This design comes from an exercise in tuning for small area, a short achievable clock period and few clock cycles per item on the open sky130 flow, not from production work. Function was checked by simulation only, so behaviour that the tests miss may differ from the original. Power figures rest on the tool's default switching activity, not on a simulated workload.

### run.sh
#!/bin/bash
# synth_recipe.tcl (not shown) runs the flow's synth.tcl, then flattens the netlist and writes it again
# the make line also repeats each setting of config.mk as NAME=value (left out here)
make -C /OpenROAD-flow-scripts/flow DESIGN_CONFIG=/design/flow/config.mk WORK_HOME=/design/flow/orfs CLKGATE_MAP_FILE= SYNTH_SCRIPT=/design/flow/synth_recipe.tcl finish
### config.mk
export PLATFORM = sky130hd
export DESIGN_NAME = sliding_window_min_max_mean_core
export DESIGN_NICKNAME = sliding_window_min_max_mean_core
export VERILOG_FILES = /design/flow/design.v
export SDC_FILE = /design/flow/constraint.sdc
export NUM_CORES = 4
export LEC_CHECK = 0
export CAP_MARGIN = 20
export CORE_MARGIN = 2
export CORE_UTILIZATION = 40
export PLACE_DENSITY = 0.6
export SLEW_MARGIN = 20
### constraint.sdc
create_clock -name core_clock -period 6.0 [get_ports {clk}]
set_input_delay 1.2000 -clock core_clock [delete_from_list [all_inputs] [get_ports {clk}]]
set_output_delay 1.2000 -clock core_clock [all_outputs]
set_load 0.01 [all_outputs]
### design.v
package swmm_pkg;
  localparam logic KIND_PUSH  = 1'b0;
  localparam logic KIND_CLEAR = 1'b1;
  typedef struct packed {
    logic accept;
    logic cfg_write;
    logic update;
    logic scan_step;
    logic div_load;
    logic div_step;
    logic publish;
  } ctl_cmd_t;
  typedef struct packed {
    logic out_free;
    logic is_clear;
    logic need_scan;
    logic scan_done;
    logic div_last;
  } ctl_sts_t;
endpackage
module swmm_ctrl (
  input  logic               clk,
  input  logic               rst,
  input  logic               in_valid,
  output logic               in_ready,
  input  logic               cfg_valid,
  output logic               cfg_ready,
  output swmm_pkg::ctl_cmd_t cmd,
  input  swmm_pkg::ctl_sts_t sts
);
  typedef enum logic [2:0] {
    S_IDLE,
    S_EXEC,
    S_SCAN,
    S_DIV_LOAD,
    S_DIVIDE,
    S_PUBLISH
  } state_t;
  state_t state;
  always_comb begin
    in_ready      = (state == S_IDLE) && !cfg_valid;
    cfg_ready     = (state == S_IDLE);
    cmd.accept    = in_ready && in_valid;
    cmd.cfg_write = cfg_ready && cfg_valid;
    cmd.update    = (state == S_EXEC);
    cmd.scan_step = (state == S_SCAN);
    cmd.div_load  = (state == S_DIV_LOAD);
    cmd.div_step  = (state == S_DIVIDE);
    cmd.publish   = (state == S_PUBLISH) && sts.out_free;
  end
  always_ff @(posedge clk) begin
    if (rst) begin
      state <= S_IDLE;
    end else begin
      case (state)
        S_IDLE: begin
          if (cmd.accept) begin
            state <= S_EXEC;
          end
        end
        S_EXEC: begin
          if (sts.is_clear) begin
            state <= S_PUBLISH;
          end else if (sts.need_scan) begin
            state <= S_SCAN;
          end else begin
            state <= S_DIV_LOAD;
          end
        end
        S_SCAN: begin
          if (sts.scan_done) begin
            state <= S_DIV_LOAD;
          end
        end
        S_DIV_LOAD: begin
          state <= S_DIVIDE;
        end
        S_DIVIDE: begin
          if (sts.div_last) begin
            state <= S_PUBLISH;
          end
        end
        S_PUBLISH: begin
          if (sts.out_free) begin
            state <= S_IDLE;
          end
        end
        default: begin
          state <= S_IDLE;
        end
      endcase
    end
  end
endmodule
module swmm_datapath #(
  parameter int MAX_WINDOW  = 64,
  parameter int SAMPLE_BITS = 32,
  parameter int ADDR_W      = $clog2(MAX_WINDOW),
  parameter int CNT_W       = $clog2(MAX_WINDOW + 1),
  parameter int SUM_W       = SAMPLE_BITS + ADDR_W
) (
  input  logic                          clk,
  input  logic                          rst,
  input  swmm_pkg::ctl_cmd_t            cmd,
  output swmm_pkg::ctl_sts_t            sts,
  input  logic                          in_kind,
  input  logic signed [SAMPLE_BITS-1:0] in_sample,
  input  logic        [CNT_W-1:0]       cfg_data,
  input  logic                          out_ready,
  output logic                          out_valid,
  output logic        [CNT_W-1:0]       out_count,
  output logic signed [SUM_W-1:0]       out_sum,
  output logic signed [SAMPLE_BITS-1:0] out_mean,
  output logic signed [SAMPLE_BITS-1:0] out_min,
  output logic signed [SAMPLE_BITS-1:0] out_max
);
  localparam int W1     = CNT_W + 1;
  localparam int DIV_CW = $clog2(SUM_W);
  logic        [CNT_W-1:0]       len_eff;
  logic        [ADDR_W-1:0]      oldest_pos;
  logic        [CNT_W-1:0]       held_count;
  logic signed [SUM_W-1:0]       running_sum;
  logic        [ADDR_W-1:0]      min_pos;
  logic        [ADDR_W-1:0]      max_pos;
  logic signed [SAMPLE_BITS-1:0] min_val;
  logic signed [SAMPLE_BITS-1:0] max_val;
  logic                          item_kind;
  logic signed [SAMPLE_BITS-1:0] item_sample;
  logic                          lost_max;
  logic                          lost_min;
  logic        [ADDR_W-1:0]      scan_addr;
  logic        [CNT_W-1:0]       scan_cnt;
  logic                          scan_first;
  logic                          tag_valid;
  logic        [ADDR_W-1:0]      tag_pos;
  logic        [SUM_W-1:0]       dq;
  logic        [CNT_W-1:0]       rem;
  logic        [DIV_CW-1:0]      div_cnt;
  logic                          div_neg;
  logic        [SAMPLE_BITS-1:0] sample_mem [MAX_WINDOW];
  logic signed [SAMPLE_BITS-1:0] rd_data;
  logic        [ADDR_W-1:0]      rd_addr;
  logic                          mem_we;
  logic        [ADDR_W-1:0]      mem_waddr;
  logic                          is_full;
  logic        [W1-1:0]          push_sum_w;
  logic        [ADDR_W-1:0]      push_pos;
  logic        [W1-1:0]          oldest_inc_w;
  logic        [ADDR_W-1:0]      oldest_inc;
  logic        [W1-1:0]          scan_inc_w;
  logic        [ADDR_W-1:0]      scan_inc;
  logic                          fv_ge_max;
  logic                          fv_le_min;
  logic                          lost_max_c;
  logic                          lost_min_c;
  logic signed [SUM_W-1:0]       fv_ext;
  logic signed [SUM_W-1:0]       old_ext;
  logic        [SUM_W-1:0]       abs_sum;
  logic        [W1-1:0]          rem_sh;
  logic        [W1-1:0]          rem_sub;
  logic                          div_ge;
  logic        [SUM_W-1:0]       quot_signed;
  always_comb begin
    is_full      = (held_count == len_eff);
    push_sum_w   = W1'(oldest_pos) + W1'(held_count);
    push_pos     = (push_sum_w >= W1'(len_eff)) ? ADDR_W'(push_sum_w - W1'(len_eff))
                                                : ADDR_W'(push_sum_w);
    oldest_inc_w = W1'(oldest_pos) + W1'(1);
    oldest_inc   = (oldest_inc_w == W1'(len_eff)) ? '0 : ADDR_W'(oldest_inc_w);
    scan_inc_w   = W1'(scan_addr) + W1'(1);
    scan_inc     = (scan_inc_w == W1'(len_eff)) ? '0 : ADDR_W'(scan_inc_w);
    fv_ge_max    = (item_sample >= max_val);
    fv_le_min    = (item_sample <= min_val);
    lost_max_c   = is_full && !fv_ge_max && (max_pos == oldest_pos);
    lost_min_c   = is_full && !fv_le_min && (min_pos == oldest_pos);
    fv_ext       = {{(SUM_W-SAMPLE_BITS){item_sample[SAMPLE_BITS-1]}}, item_sample};
    old_ext      = {{(SUM_W-SAMPLE_BITS){rd_data[SAMPLE_BITS-1]}}, rd_data};
    abs_sum      = running_sum[SUM_W-1] ? (SUM_W'(0) - running_sum) : running_sum;
    rem_sh       = {rem, dq[SUM_W-1]};
    rem_sub      = rem_sh - W1'(held_count);
    div_ge       = (rem_sh >= W1'(held_count));
    quot_signed  = div_neg ? (SUM_W'(0) - dq) : dq;
    mem_we       = cmd.update && (item_kind == swmm_pkg::KIND_PUSH);
    mem_waddr    = is_full ? oldest_pos : push_pos;
    rd_addr      = cmd.scan_step ? scan_addr : oldest_pos;
  end
  always_comb begin
    sts.out_free  = !out_valid || out_ready;
    sts.is_clear  = (item_kind == swmm_pkg::KIND_CLEAR);
    sts.need_scan = (item_kind == swmm_pkg::KIND_PUSH) && (lost_max_c || lost_min_c);
    sts.scan_done = (scan_cnt == held_count) && !tag_valid;
    sts.div_last  = (div_cnt == DIV_CW'(SUM_W - 1));
  end
  always_ff @(posedge clk) begin
    if (mem_we) begin
      sample_mem[mem_waddr] <= item_sample;
    end
    rd_data <= sample_mem[rd_addr];
  end
  always_ff @(posedge clk) begin
    if (rst) begin
      len_eff     <= CNT_W'(MAX_WINDOW);
      oldest_pos  <= '0;
      held_count  <= '0;
      running_sum <= '0;
      min_pos     <= '0;
      max_pos     <= '0;
      tag_valid   <= 1'b0;
      scan_cnt    <= '0;
    end else if (cmd.cfg_write) begin
      if (cfg_data == '0) begin
        len_eff <= CNT_W'(1);
      end else if (cfg_data > CNT_W'(MAX_WINDOW)) begin
        len_eff <= CNT_W'(MAX_WINDOW);
      end else begin
        len_eff <= cfg_data;
      end
      oldest_pos  <= '0;
      held_count  <= '0;
      running_sum <= '0;
      min_pos     <= '0;
      max_pos     <= '0;
    end else if (cmd.update) begin
      tag_valid  <= 1'b0;
      scan_cnt   <= '0;
      scan_first <= 1'b1;
      scan_addr  <= oldest_inc;
      lost_max   <= lost_max_c;
      lost_min   <= lost_min_c;
      if (item_kind == swmm_pkg::KIND_CLEAR) begin
        oldest_pos  <= '0;
        held_count  <= '0;
        running_sum <= '0;
        min_pos     <= '0;
        max_pos     <= '0;
      end else if (!is_full) begin
        held_count <= held_count + CNT_W'(1);
        if (held_count == '0) begin
          running_sum <= fv_ext;
          min_pos     <= push_pos;
          max_pos     <= push_pos;
          min_val     <= item_sample;
          max_val     <= item_sample;
        end else begin
          running_sum <= running_sum + fv_ext;
          if (fv_ge_max) begin
            max_pos <= push_pos;
            max_val <= item_sample;
          end
          if (fv_le_min) begin
            min_pos <= push_pos;
            min_val <= item_sample;
          end
        end
      end else begin
        running_sum <= running_sum - old_ext + fv_ext;
        oldest_pos  <= oldest_inc;
        if (fv_ge_max) begin
          max_pos <= oldest_pos;
          max_val <= item_sample;
        end
        if (fv_le_min) begin
          min_pos <= oldest_pos;
          min_val <= item_sample;
        end
      end
    end else if (cmd.scan_step) begin
      if (scan_cnt != held_count) begin
        scan_cnt  <= scan_cnt + CNT_W'(1);
        scan_addr <= scan_inc;
        tag_pos   <= scan_addr;
        tag_valid <= 1'b1;
      end else begin
        tag_valid <= 1'b0;
      end
      if (tag_valid) begin
        scan_first <= 1'b0;
        if (lost_max && (scan_first || rd_data >= max_val)) begin
          max_val <= rd_data;
          max_pos <= tag_pos;
        end
        if (lost_min && (scan_first || rd_data <= min_val)) begin
          min_val <= rd_data;
          min_pos <= tag_pos;
        end
      end
    end
  end
  always_ff @(posedge clk) begin
    if (cmd.accept) begin
      item_kind   <= in_kind;
      item_sample <= in_sample;
    end
    if (cmd.div_load) begin
      dq      <= abs_sum;
      rem     <= '0;
      div_cnt <= '0;
      div_neg <= running_sum[SUM_W-1];
    end else if (cmd.div_step) begin
      dq      <= {dq[SUM_W-2:0], div_ge};
      rem     <= div_ge ? rem_sub[CNT_W-1:0] : rem_sh[CNT_W-1:0];
      div_cnt <= div_cnt + DIV_CW'(1);
    end
  end
  always_ff @(posedge clk) begin
    if (rst) begin
      out_valid <= 1'b0;
    end else if (cmd.publish) begin
      out_valid <= 1'b1;
    end else if (out_ready) begin
      out_valid <= 1'b0;
    end
  end
  always_ff @(posedge clk) begin
    if (cmd.publish) begin
      out_count <= held_count;
      out_sum   <= running_sum;
      if (held_count == '0) begin
        out_mean <= '0;
        out_min  <= '0;
        out_max  <= '0;
      end else begin
        out_mean <= quot_signed[SAMPLE_BITS-1:0];
        out_min  <= min_val;
        out_max  <= max_val;
      end
    end
  end
endmodule
module sliding_window_min_max_mean_core #(
  parameter int MAX_WINDOW  = 64,
  parameter int SAMPLE_BITS = 32,
  parameter int ADDR_W      = $clog2(MAX_WINDOW),
  parameter int CNT_W       = $clog2(MAX_WINDOW + 1),
  parameter int SUM_W       = SAMPLE_BITS + ADDR_W
) (
  input  logic                          clk,
  input  logic                          rst,
  input  logic                          in_valid,
  output logic                          in_ready,
  input  logic                          in_kind,
  input  logic signed [SAMPLE_BITS-1:0] in_sample,
  input  logic                          cfg_valid,
  output logic                          cfg_ready,
  input  logic        [CNT_W-1:0]       cfg_data,
  output logic                          out_valid,
  input  logic                          out_ready,
  output logic        [CNT_W-1:0]       out_count,
  output logic signed [SUM_W-1:0]       out_sum,
  output logic signed [SAMPLE_BITS-1:0] out_mean,
  output logic signed [SAMPLE_BITS-1:0] out_min,
  output logic signed [SAMPLE_BITS-1:0] out_max
);
  swmm_pkg::ctl_cmd_t cmd;
  swmm_pkg::ctl_sts_t sts;
  swmm_ctrl u_ctrl (
    .clk       (clk),
    .rst       (rst),
    .in_valid  (in_valid),
    .in_ready  (in_ready),
    .cfg_valid (cfg_valid),
    .cfg_ready (cfg_ready),
    .cmd       (cmd),
    .sts       (sts)
  );
  swmm_datapath #(
    .MAX_WINDOW  (MAX_WINDOW),
    .SAMPLE_BITS (SAMPLE_BITS),
    .ADDR_W      (ADDR_W),
    .CNT_W       (CNT_W),
    .SUM_W       (SUM_W)
  ) u_datapath (
    .clk       (clk),
    .rst       (rst),
    .cmd       (cmd),
    .sts       (sts),
    .in_kind   (in_kind),
    .in_sample (in_sample),
    .cfg_data  (cfg_data),
    .out_ready (out_ready),
    .out_valid (out_valid),
    .out_count (out_count),
    .out_sum   (out_sum),
    .out_mean  (out_mean),
    .out_min   (out_min),
    .out_max   (out_max)
  );
endmodule
==> results.txt <==
Critical Path, Cell by Cell = inv_1 > fa_1 > nor2b_1 > o21ai_0 > nand2b_1 > xor2_1 > ha_1 > nand4_1 > nor2_1 > a2111oi_0 > nor2_1 > a211oi_2 > buf_4 > mux2_2 > a21o_1 > nor2_1 > buf_4 > nand2_1 > buf_4 > nor2_4 > buf_12
Via Count = 74.8k
Synth Area per Inst = 12.0 µm²
H-tree depth = 5
Ranking of synthesized cells by area = edfxtp_1 65%, nand2_1 8.2%, a311oi_1 3.1%, ha_1 2.7%, nand3_1 2.6%
Peak supply drop = 0.336 mV
RD Place Congestion = 0.997
Hold Buf Count CTS = 0
Core Area = 0.268 mm²
Slew @ Worst Pin = 1.16 ns
CP Launch Type = flip-flop
Outcome = complete, no violations
Detailed-route DRC error count = 0
Final WS setup = 0.657 ns
Slowest stage delay, CP = 0.50 ns
Arr. time, crit path = 5.95 ns
Worst r2r src = u_datapath.oldest_pos[1]
Layout cells sized above 1 = 8.80%
Finish-stage setup viols = 0
Sum Neg Setup Slack = 0 ns
CTS tree = built
Hold Startpoint = u_datapath.rem[6]
CTS Sinks = 2,467
Slowest-stage cell, CP = dfxtp_1
DRT antenna net count = 0
Register area share after synthesis = 67.7%
First-pass GRT wire length = 501,000 µm
Tot GR Track Use = 25.2%
Skew-Pair Late Insertion Delay = 0.97 ns
RR Endpoint = u_datapath.sample_mem[21][7]
Worst-case clock buffer depth = 4
Tmin final = 5.34 ns
Synth cell count leaders = 2,340 x edfxtp_1, 2,340 x nand2_1, 562 x nand3_1
Die area = 0.273 mm²
PD cells = 338 mW/mm²
Grt ovf = 0
CTS Buf Count = 284
Worst-path clk slew = 0.06 ns
Yosys warns = 2
Root Buffer = clkbuf_16
Pre-CTS setup slack = 0.676 ns
DPL Wire Length = 228,000 µm
Wire length per cell = 27.0 µm
Number of synthesized flops with an enable pin = 2,340
CP max FO = 26
Nets = 9,552
Vias in the first global route = 71.2k
Synth Cell Area = 0.108 mm²
Initial drt markers = 9,105
CP endpoint kind = flip-flop
Most area-hungry cell type in the Yosys netlist = edfxtp_1
Hold Vio Cnt, Final = 0
R2R setup slack = 0.66 ns
Largest net degree at the start of global routing = 129
Slew margin rel. = 22.1%
Die height = 522 µm
Worst Hold End = u_datapath.rem[6]
Worst hold stages = 2
Post-Syn Nets = 9,282
Synth cell types = 75
I/O Pins = 189
Routed WL = 352,000 µm
Vias/cell = 5.74
Post-route cell area = 0.125 mm²
Starting Density = 40.2%
Dominant register cell in the synthesized netlist = edfxtp_1
Final Slew Violations = 0
Final clock skew = 0.0721 ns
Post-CTS setup buffer count = 0
Hold Crit Class = reg -> reg
Reg2Reg Depth = 21
Row count = 190
Synthesis-to-finish area growth = 16.4%
Placed cell areas = 0.116 mm²
Yosys top cell area share = 65.4%
Maximum clock frequency = 187 MHz
Synth Instances = 8,963
Cts repair resizes = 0
Die extent in x = 522 µm
FILL cells = 23.8k
Yosys reg bits = 2,467
Drt pass-1 iters = 6
Critical Path RT = 6.61 ns
Async set or reset register ratio after synthesis = 0%
Leak Pwr = 44.0 nW
Max Cap Violations = 0
CP Class = reg -> reg
Final period utilization = 89.0%
Unrepaired setup endpoints after global routing = false
Initial antenna violation count = 39
Port Buffer Count = 188
-- layout by cell type, fill, tap and decap left out, types with 56 or more instances in the layout --
cell / instances
ha_1: 233
and3_1: 271
clkbuf_1: 56
nand3_1: 562
nand2_1: 2339
nor2_1: 256
a31oi_1: 141
inv_1: 257
buf_12: 108
a311oi_1: 385
edfxtp_1: 2340
clkinv_1: 59
nor3_1: 63
xor2_1: 87
nor2_4: 60
dfxtp_1: 127
clkbuf_16: 293
buf_4: 239
a211oi_1: 110
o21ai_0: 230
clkdlybuf4s50_1: 188
xnor2_1: 115
a21oi_1: 365
-- worst max path at each step --
stage,slack (ns),endpoint,cells after the start,from
after floorplan,0.15,u_datapath.sample_mem[15][0],17,u_datapath.held_count[0]
after global placement,0.49,u_datapath.sample_mem[60][12],20,u_datapath.oldest_pos[1]
after detailed placement,0.68,u_datapath.sample_mem[63][13],20,u_datapath.oldest_pos[1]
after CTS,0.63,u_datapath.sample_mem[63][14],20,u_datapath.oldest_pos[1]
after global routing,0.24,u_datapath.sample_mem[63][17],20,u_datapath.oldest_pos[1]
final,0.66,u_datapath.sample_mem[21][7],21,u_datapath.oldest_pos[1]
-- sequential cells by signal, indices dropped and copies added, names as in the netlist, 7 cells and up --
register	cells
u_datapath.scan_cnt	7
u_datapath.rd_data	32
u_datapath.held_count	7
u_datapath.item_sample	32
u_datapath.out_sum	38
u_datapath.running_sum	38
u_datapath.min_val	32
u_datapath.sample_mem	2048
u_datapath.out_count	7
u_datapath.out_mean	32
u_datapath.rem	7
u_datapath.len_eff	7
u_datapath.out_max	32
u_datapath.max_val	32
u_datapath.dq	38
u_datapath.out_min	32
-- cell type report --
class                   instances  area [µm²]  area share (%)
clock buffers                 352        7580            6.06
inverters                     259         973           0.778
clock inverters               130        1120           0.894
repair buffers                537        5880            4.69
flip-flops and latches       2467       72800            58.2
multi-input cells            5684       32300            25.8
well taps                    3552        4440            3.55
diodes                         48         120          0.0959
-- critical path: cells and delay by family (launching register included) --
kind / cells / cell delay, ns
DFF: 1 / 0.50
adders and majority gates: 2 / 0.79
muxes: 1 / 0.36
and+or+nand+nor: 8 / 1.07
AOI/OAI and AO/OA: 4 / 0.96
xor gates and xnor gates: 1 / 0.28
buffers and inverters: 5 / 1.03
-- through the flow --
| stage | util, % | std cells | total power [W] | hold slack [ns] |
|---|---|---|---|---|
| after floorplan | - | 8963 | 0.0236 | 0.406 |
| after global placement | 43.5 | 12500 | 0.0261 | 0.440 |
| after detailed placement | 43.5 | 12500 | 0.0261 | 0.466 |
| after CTS | 46.7 | 13000 | 0.0425 | 0.481 |
| after global routing | 46.8 | 13000 | 0.0438 | 0.509 |
| final | 46.8 | 13000 | 0.0424 | 0.471 |
-- cells by family after synthesis --
family / share of synthesized area, %
AO/OA/AOI/OAI: 9.27
flip-flops: 67.7
adder cells (fa/ha/maj): 3.48
XOR/XNOR: 1.65
multiplexers: 0.263
buffers and inverters: 2.84
AND/OR/NAND/NOR: 14.8
-- per-layer routing --
metal	GRT usage, %	vias to the layer above	routed length (µm)	part of all wire [%]
li1	-	33500	-	-
met1	34.2	37300	145000	41
met2	38.8	3374	160000	45
met4	13.6	2	19100	5.4
met5	0	-	16	0.0045
met3	4.23	602	28000	7.9
-- power breakdown --
part / internal [W] / switching (W) / total [W] / leakage (nW)
Clock: 0.00970 / 0.00677 / 0.0165 / 4.26
Combinational: 0.00195 / 0.00417 / 0.00612 / 17.7
Sequential: 0.0193 / 0.000485 / 0.0198 / 22.1
Testbench counts, summed over its fixed seeds: cycles 567,480, items 12,800.

-- what the ideal ports hide --
In the flow no input, the clock included, has a driving cell. The finished layout below was timed again as built, in two steps. Step 1 (the two cells are an assumption about what drives the block):
set clk [get_ports {clk}]
set_driving_cell -lib_cell sky130_fd_sc_hd__clkbuf_16 $clk
set_driving_cell -lib_cell sky130_fd_sc_hd__buf_2 [delete_from_list [all_inputs] $clk]
Step 2 adds t to the input delays and takes it off the output delays; t is the mean of the earliest and latest rising clock arrival at the registers after step 1. Input paths then give back, and output paths get back, about the clock's delay inside the block. a / b / c = ideal ports / drivers / drivers and shift; a / b = the first two.
shift t [ns]: 1.027
setup slack, ns: 0.657 / 0.657 / 0.657
worst hold slack (ns): 0.471 / 0.471 / 0.471
latest minus earliest clock arrival (ns): 0.072 / 0.072
worst register clock-pin slew, ns: 0.07 / 0.07
After both steps this run still meets setup and hold. The setup slack of this run moves by 0.000 ns with the drivers and by 0.000 ns with both steps.
